Source: an optimization exercise on an open RTL-to-GDS flow (aim: small area, a short achievable clock period and few clock cycles per item). Production flows keep margins and buffers that such runs may drop.
No activity file was given, so power comes from the tool's default toggle rates.

==> flow/design.v <==
package pipcu_pkg;
  localparam int unsigned COORD_BITS_DEFAULT = 32;
  localparam int unsigned QUEUE_DEPTH = 3;
  typedef struct packed {
    logic full;
    logic empty;
  } fifo_stat_t;
endpackage
module pipcu_front #(
  parameter int unsigned CoordBits = 32
) (
  input  logic signed [CoordBits-1:0] point_x_i,
  input  logic signed [CoordBits-1:0] point_y_i,
  input  logic signed [CoordBits-1:0] start_x_i,
  input  logic signed [CoordBits-1:0] start_y_i,
  input  logic signed [CoordBits-1:0] end_x_i,
  input  logic signed [CoordBits-1:0] end_y_i,
  output logic signed [CoordBits:0]   dif_a_o,   
  output logic signed [CoordBits:0]   dif_b_o,   
  output logic signed [CoordBits:0]   dif_c_o,   
  output logic signed [CoordBits:0]   dif_d_o,   
  output logic                        px_lt_ex_o,
  output logic                        px_eq_ex_o,
  output logic                        ey_lt_py_o,
  output logic                        ey_eq_py_o,
  output logic                        a_zero_o,   
  output logic                        b_zero_o,   
  output logic                        c_zero_o    
);
  assign dif_a_o = {point_x_i[CoordBits-1], point_x_i} - {start_x_i[CoordBits-1], start_x_i};
  assign dif_b_o = {point_y_i[CoordBits-1], point_y_i} - {start_y_i[CoordBits-1], start_y_i};
  assign dif_c_o = {end_x_i[CoordBits-1], end_x_i} - {start_x_i[CoordBits-1], start_x_i};
  assign dif_d_o = {end_y_i[CoordBits-1], end_y_i} - {start_y_i[CoordBits-1], start_y_i};
  assign px_lt_ex_o = (point_x_i < end_x_i);
  assign px_eq_ex_o = (point_x_i == end_x_i);
  assign ey_lt_py_o = (end_y_i < point_y_i);
  assign ey_eq_py_o = (end_y_i == point_y_i);
  assign a_zero_o   = (point_x_i == start_x_i);
  assign b_zero_o   = (point_y_i == start_y_i);
  assign c_zero_o   = (end_x_i == start_x_i);
endmodule
module pipcu_fifo #(
  parameter int unsigned Depth = 3
) (
  input  logic                  clk_i,
  input  logic                  rst_ni,
  input  logic                  push_i,
  input  logic                  data_i,
  input  logic                  pop_i,
  output logic                  data_o,
  output logic [$clog2(Depth+1)-1:0] count_o,
  output pipcu_pkg::fifo_stat_t stat_o
);
  localparam int unsigned PtrW = (Depth > 1) ? $clog2(Depth) : 1;
  localparam int unsigned CntW = $clog2(Depth + 1);
  logic [Depth-1:0] mem_q;
  logic [PtrW-1:0]  wr_ptr_q;
  logic [PtrW-1:0]  rd_ptr_q;
  logic [CntW-1:0]  count_q;
  logic             pop_fire;
  assign stat_o.full  = (count_q == CntW'(Depth));
  assign stat_o.empty = (count_q == '0);
  assign count_o      = count_q;
  assign pop_fire     = pop_i && !stat_o.empty;
  assign data_o       = mem_q[rd_ptr_q];
  always_ff @(posedge clk_i or negedge rst_ni) begin
    if (!rst_ni) begin
      wr_ptr_q <= '0;
      rd_ptr_q <= '0;
      count_q  <= '0;
    end else begin
      if (push_i) begin
        wr_ptr_q <= (wr_ptr_q == PtrW'(Depth - 1)) ? '0 : wr_ptr_q + 1'b1;
      end
      if (pop_fire) begin
        rd_ptr_q <= (rd_ptr_q == PtrW'(Depth - 1)) ? '0 : rd_ptr_q + 1'b1;
      end
      if (push_i && !pop_fire) begin
        count_q <= count_q + 1'b1;
      end else if (pop_fire && !push_i) begin
        count_q <= count_q - 1'b1;
      end
    end
  end
  always_ff @(posedge clk_i) begin
    if (push_i) begin
      mem_q[wr_ptr_q] <= data_i;
    end
  end
endmodule
module pipcu_back #(
  parameter int unsigned CoordBits = 32
) (
  input  logic                        clk_i,
  input  logic                        rst_ni,
  input  logic                        edge_valid_i,
  input  logic                        edge_last_i,
  input  logic signed [CoordBits:0]   dif_a_i,
  input  logic signed [CoordBits:0]   dif_b_i,
  input  logic signed [CoordBits:0]   dif_c_i,
  input  logic signed [CoordBits:0]   dif_d_i,
  input  logic                        px_lt_ex_i,
  input  logic                        px_eq_ex_i,
  input  logic                        ey_lt_py_i,
  input  logic                        ey_eq_py_i,
  input  logic                        a_zero_i,
  input  logic                        b_zero_i,
  input  logic                        c_zero_i,
  output logic                        busy_o,    
  output logic                        res_push_o,
  output logic                        res_bit_o
);
  localparam int unsigned W  = CoordBits + 1;    
  localparam int unsigned TW = W + 1;            
  logic                 valid_q;
  logic                 last_q;
  logic                 first_q;
  logic [6:0]           cnt_q;
  logic signed [W-1:0]  r1_q, r2_q, c_q, d_q;
  logic                 px_lt_ex_q, px_eq_ex_q, ey_lt_py_q, ey_eq_py_q;
  logic                 parity_q;
  logic signed [TW-1:0] t1, t2;
  logic                 aneg, bneg, cneg, dneg;
  logic                 t1z, t2z, az, bz, cz;
  logic                 q1, q2;
  logic                 straddle;
  logic                 a_ge_c;
  logic                 decided;
  logic                 tog;
  logic                 load;
  logic                 retire;
  function automatic logic [1:0] cmp_gt_eq(logic [TW-1:0] x, logic [TW-1:0] y);
    logic [63:0] g, e;
    g = '0;
    e = '1;
    for (int i = 0; i < TW; i++) begin
      if (i == TW - 1) begin
        g[i] = !x[i] && y[i];
      end else begin
        g[i] = x[i] && !y[i];
      end
      e[i] = (x[i] == y[i]);
    end
    for (int l = 0; l < 6; l++) begin
      for (int i = 0; i < (32 >> l); i++) begin
        g[i] = g[2*i+1] | (e[2*i+1] & g[2*i]);
        e[i] = e[2*i+1] & e[2*i];
      end
    end
    cmp_gt_eq = {g[0], e[0]};
  endfunction
  assign aneg = r1_q[W-1];
  assign bneg = r2_q[W-1];
  assign cneg = c_q[W-1];
  assign dneg = d_q[W-1];
  logic                 az_q, bz_q, cz_q;
  assign az   = az_q;
  assign bz   = bz_q;
  assign cz   = cz_q;
  assign t1  = {r1_q, 1'b0} - TW'(c_q);
  assign t2  = {r2_q, 1'b0} - TW'(d_q);
  logic       t1gt, t2gt;
  logic [1:0] cmp1, cmp2;
  assign cmp1 = cmp_gt_eq({r1_q, 1'b0}, TW'(c_q));
  assign cmp2 = cmp_gt_eq({r2_q, 1'b0}, TW'(d_q));
  assign t1gt = cmp1[1];
  assign t1z  = cmp1[0];
  assign t2gt = cmp2[1];
  assign t2z  = cmp2[0];
  assign q1 = cneg ? !t1gt : (t1gt | t1z);
  assign q2 = dneg ? !t2gt : (t2gt | t2z);
  assign straddle = (bneg | bz) == ey_lt_py_q;
  assign a_ge_c   = cneg ? (px_lt_ex_q | px_eq_ex_q) : !px_lt_ex_q;
  always_comb begin
    decided = 1'b1;
    tog     = 1'b0;
    if (first_q && !straddle) begin
      tog = 1'b0;
    end else if (first_q && cz) begin
      tog = aneg;                              
    end else if (first_q && az) begin
      tog = !bz && !cneg;                      
    end else if (first_q && (aneg != cneg)) begin
      tog = !cneg;                             
    end else if (first_q && a_ge_c) begin
      tog = !(ey_eq_py_q && px_eq_ex_q) && cneg;   
    end else if (first_q && ey_eq_py_q) begin
      tog = !cneg;                             
    end else if (first_q && bz) begin
      tog = cneg;                              
    end else if (q1 != q2) begin
      tog = q1 ^ !cneg;
    end else if (q1 && t1z && t2z) begin
      tog = 1'b0;                              
    end else if (q1 && t1z) begin
      tog = !cneg;                             
    end else if (q1 && t2z) begin
      tog = cneg;                              
    end else if (cnt_q[6]) begin
      tog = 1'b0;                              
    end else begin
      decided = 1'b0;
    end
  end
  assign retire = valid_q && decided;
  assign load   = !valid_q || decided;
  assign busy_o = valid_q && !decided;
  always_ff @(posedge clk_i or negedge rst_ni) begin
    if (!rst_ni) begin
      valid_q  <= 1'b0;
      parity_q <= 1'b0;
    end else begin
      if (load) begin
        valid_q <= edge_valid_i;
      end
      if (retire) begin
        parity_q <= last_q ? 1'b0 : (parity_q ^ tog);
      end
    end
  end
  always_ff @(posedge clk_i) begin
    if (load) begin
      last_q     <= edge_last_i;
      first_q    <= 1'b1;
      cnt_q      <= '0;
      r1_q       <= dif_a_i;
      r2_q       <= dif_b_i;
      c_q        <= dif_c_i;
      d_q        <= dif_d_i;
      px_lt_ex_q <= px_lt_ex_i;
      px_eq_ex_q <= px_eq_ex_i;
      ey_lt_py_q <= ey_lt_py_i;
      ey_eq_py_q <= ey_eq_py_i;
      az_q       <= a_zero_i;
      bz_q       <= b_zero_i;
      cz_q       <= c_zero_i;
    end else begin
      first_q    <= 1'b0;
      cnt_q      <= cnt_q + 1'b1;
      r1_q       <= q1 ? W'(t1) : {r1_q[W-2:0], 1'b0};
      r2_q       <= q2 ? W'(t2) : {r2_q[W-2:0], 1'b0};
    end
  end
  assign res_push_o = retire && last_q;
  assign res_bit_o  = parity_q ^ tog;
endmodule
module point_in_polygon_crossing_unit #(
  parameter int unsigned CoordBits = pipcu_pkg::COORD_BITS_DEFAULT
) (
  input  logic                        clk_i,
  input  logic                        rst_ni,
  input  logic                        push,
  output logic                        full,
  input  logic signed [CoordBits-1:0] point_x_i,
  input  logic signed [CoordBits-1:0] point_y_i,
  input  logic signed [CoordBits-1:0] start_x_i,
  input  logic signed [CoordBits-1:0] start_y_i,
  input  logic signed [CoordBits-1:0] end_x_i,
  input  logic signed [CoordBits-1:0] end_y_i,
  input  logic                        last_edge_i,
  output logic                        empty,
  input  logic                        pop,
  output logic                        inside_res_o
);
  localparam int unsigned ResDepth = pipcu_pkg::QUEUE_DEPTH;
  localparam int unsigned CntW     = $clog2(ResDepth + 1);
  logic signed [CoordBits:0] dif_a, dif_b, dif_c, dif_d;
  logic                      px_lt_ex, px_eq_ex, ey_lt_py, ey_eq_py;
  logic                      a_zero, b_zero, c_zero;
  logic                      busy;
  logic                      res_room;
  logic                      res_push;
  logic                      res_bit;
  logic [CntW-1:0]           res_count;
  pipcu_pkg::fifo_stat_t     res_stat;
  pipcu_front #(
    .CoordBits (CoordBits)
  ) u_front (
    .point_x_i (point_x_i),
    .point_y_i (point_y_i),
    .start_x_i (start_x_i),
    .start_y_i (start_y_i),
    .end_x_i   (end_x_i),
    .end_y_i   (end_y_i),
    .dif_a_o   (dif_a),
    .dif_b_o   (dif_b),
    .dif_c_o   (dif_c),
    .dif_d_o   (dif_d),
    .px_lt_ex_o (px_lt_ex),
    .px_eq_ex_o (px_eq_ex),
    .ey_lt_py_o (ey_lt_py),
    .ey_eq_py_o (ey_eq_py),
    .a_zero_o   (a_zero),
    .b_zero_o   (b_zero),
    .c_zero_o   (c_zero)
  );
  assign res_room = (res_count <= CntW'(ResDepth - 2));
  assign full     = busy || !res_room;
  pipcu_back #(
    .CoordBits (CoordBits)
  ) u_back (
    .clk_i        (clk_i),
    .rst_ni       (rst_ni),
    .edge_valid_i (push && res_room),
    .edge_last_i  (last_edge_i),
    .dif_a_i      (dif_a),
    .dif_b_i      (dif_b),
    .dif_c_i      (dif_c),
    .dif_d_i      (dif_d),
    .px_lt_ex_i   (px_lt_ex),
    .px_eq_ex_i   (px_eq_ex),
    .ey_lt_py_i   (ey_lt_py),
    .ey_eq_py_i   (ey_eq_py),
    .a_zero_i     (a_zero),
    .b_zero_i     (b_zero),
    .c_zero_i     (c_zero),
    .busy_o       (busy),
    .res_push_o   (res_push),
    .res_bit_o    (res_bit)
  );
  pipcu_fifo #(
    .Depth (ResDepth)
  ) u_res_queue (
    .clk_i   (clk_i),
    .rst_ni  (rst_ni),
    .push_i  (res_push),
    .data_i  (res_bit),
    .pop_i   (pop),
    .data_o  (inside_res_o),
    .count_o (res_count),
    .stat_o  (res_stat)
  );
  assign empty = res_stat.empty;
endmodule
Settings: LEC_CHECK=0, CAP_MARGIN=20, CORE_MARGIN=2, CORE_UTILIZATION=40, SETUP_SLACK_MARGIN=5, SLEW_MARGIN=20; clock period 10.0 ns.
run.sh (not shown) runs the stock make flow with config.mk's settings and CLKGATE_MAP_FILE= SYNTH_SCRIPT=/design/flow/synth_recipe.tcl, a recipe that flattens the netlist after the stock synthesis.
The starting point passed the timing, design-rule and antenna checks.
Edit:
--- a/flow/design.v
+++ b/flow/design.v
@@ -127,29 +127,32 @@
   logic                 a_ge_c;
   logic                 decided;
   logic                 tog;
   logic                 load;
   logic                 retire;
-  function automatic logic [1:0] cmp_gt_eq(logic [TW-1:0] x, logic [TW-1:0] y);
+  function automatic logic [1:0] cmp_ge_eq(logic [TW-1:0] x, logic [TW-1:0] y, logic s);
     logic [63:0] g, e;
+    logic [TW-1:0] xs, ys;
+    xs = x ^ {TW{s}};
+    ys = y ^ {TW{s}};
     g = '0;
     e = '1;
     for (int i = 0; i < TW; i++) begin
       if (i == TW - 1) begin
-        g[i] = !x[i] && y[i];
+        g[i] = !xs[i] && ys[i];
       end else begin
-        g[i] = x[i] && !y[i];
+        g[i] = xs[i] && !ys[i];
       end
       e[i] = (x[i] == y[i]);
     end
     for (int l = 0; l < 6; l++) begin
       for (int i = 0; i < (32 >> l); i++) begin
         g[i] = g[2*i+1] | (e[2*i+1] & g[2*i]);
         e[i] = e[2*i+1] & e[2*i];
       end
     end
-    cmp_gt_eq = {g[0], e[0]};
+    cmp_ge_eq = {g[0] | e[0], e[0]};
   endfunction
   assign aneg = r1_q[W-1];
   assign bneg = r2_q[W-1];
   assign cneg = c_q[W-1];
   assign dneg = d_q[W-1];
@@ -157,20 +160,17 @@
   assign az   = az_q;
   assign bz   = bz_q;
   assign cz   = cz_q;
   assign t1  = {r1_q, 1'b0} - TW'(c_q);
   assign t2  = {r2_q, 1'b0} - TW'(d_q);
-  logic       t1gt, t2gt;
   logic [1:0] cmp1, cmp2;
-  assign cmp1 = cmp_gt_eq({r1_q, 1'b0}, TW'(c_q));
-  assign cmp2 = cmp_gt_eq({r2_q, 1'b0}, TW'(d_q));
-  assign t1gt = cmp1[1];
+  assign cmp1 = cmp_ge_eq({r1_q, 1'b0}, TW'(c_q), cneg);
+  assign cmp2 = cmp_ge_eq({r2_q, 1'b0}, TW'(d_q), dneg);
+  assign q1   = cmp1[1];
   assign t1z  = cmp1[0];
-  assign t2gt = cmp2[1];
+  assign q2   = cmp2[1];
   assign t2z  = cmp2[0];
-  assign q1 = cneg ? !t1gt : (t1gt | t1z);
-  assign q2 = dneg ? !t2gt : (t2gt | t2z);
   assign straddle = (bneg | bz) == ey_lt_py_q;
   assign a_ge_c   = cneg ? (px_lt_ex_q | px_eq_ex_q) : !px_lt_ex_q;
   always_comb begin
     decided = 1'b1;
     tog     = 1'b0;
Effect:
- cell count rose by 4.8%
- die area rose by about 5%
- total power rose by about 7%
- sequential share of layout area fell by 0.39 points
- via count rose by about 6%
- cell area rose by about 2.2%
- wire length rose by about 8%
- sequential power rose by about 10%
- core utilization fell by 1.5 points
- worst setup slack improves by 230 ps
- non-clock buffer count fell by 1
- flip-flop and latch count stays the same
Function was not checked in any run of this note: the RTL went through the layout flow alone.

==> port drivers added, routing unchanged <==
Ports are ideal in the flow. The routed layouts listed here were re-timed in OpenROAD. Step 1: set_driving_cell puts a clkbuf_16 on clk_i and a buf_2 on each other input, an assumption about the parent block. Step 2 also shifts input and output timing later by t, the mid clock arrival at the registers, as if the neighbouring blocks saw the same clock. Slacks: no drivers / after step 1 / after step 2; pairs: no drivers / after step 1.
| run | t, ns | setup slack, ns | worst setup path at the end |
|---|---|---|---|
| the first run | 0.481 | 4.454 / 4.401 / 4.614 | input to register |
| the second run | 0.488 | 4.688 / 4.637 / 4.591 | input to register |
After both steps setup and hold are still met in every run listed. For the second run, which loses most, drivers alone change the setup slack by -0.051 ns; drivers and shift together by -0.097 ns.
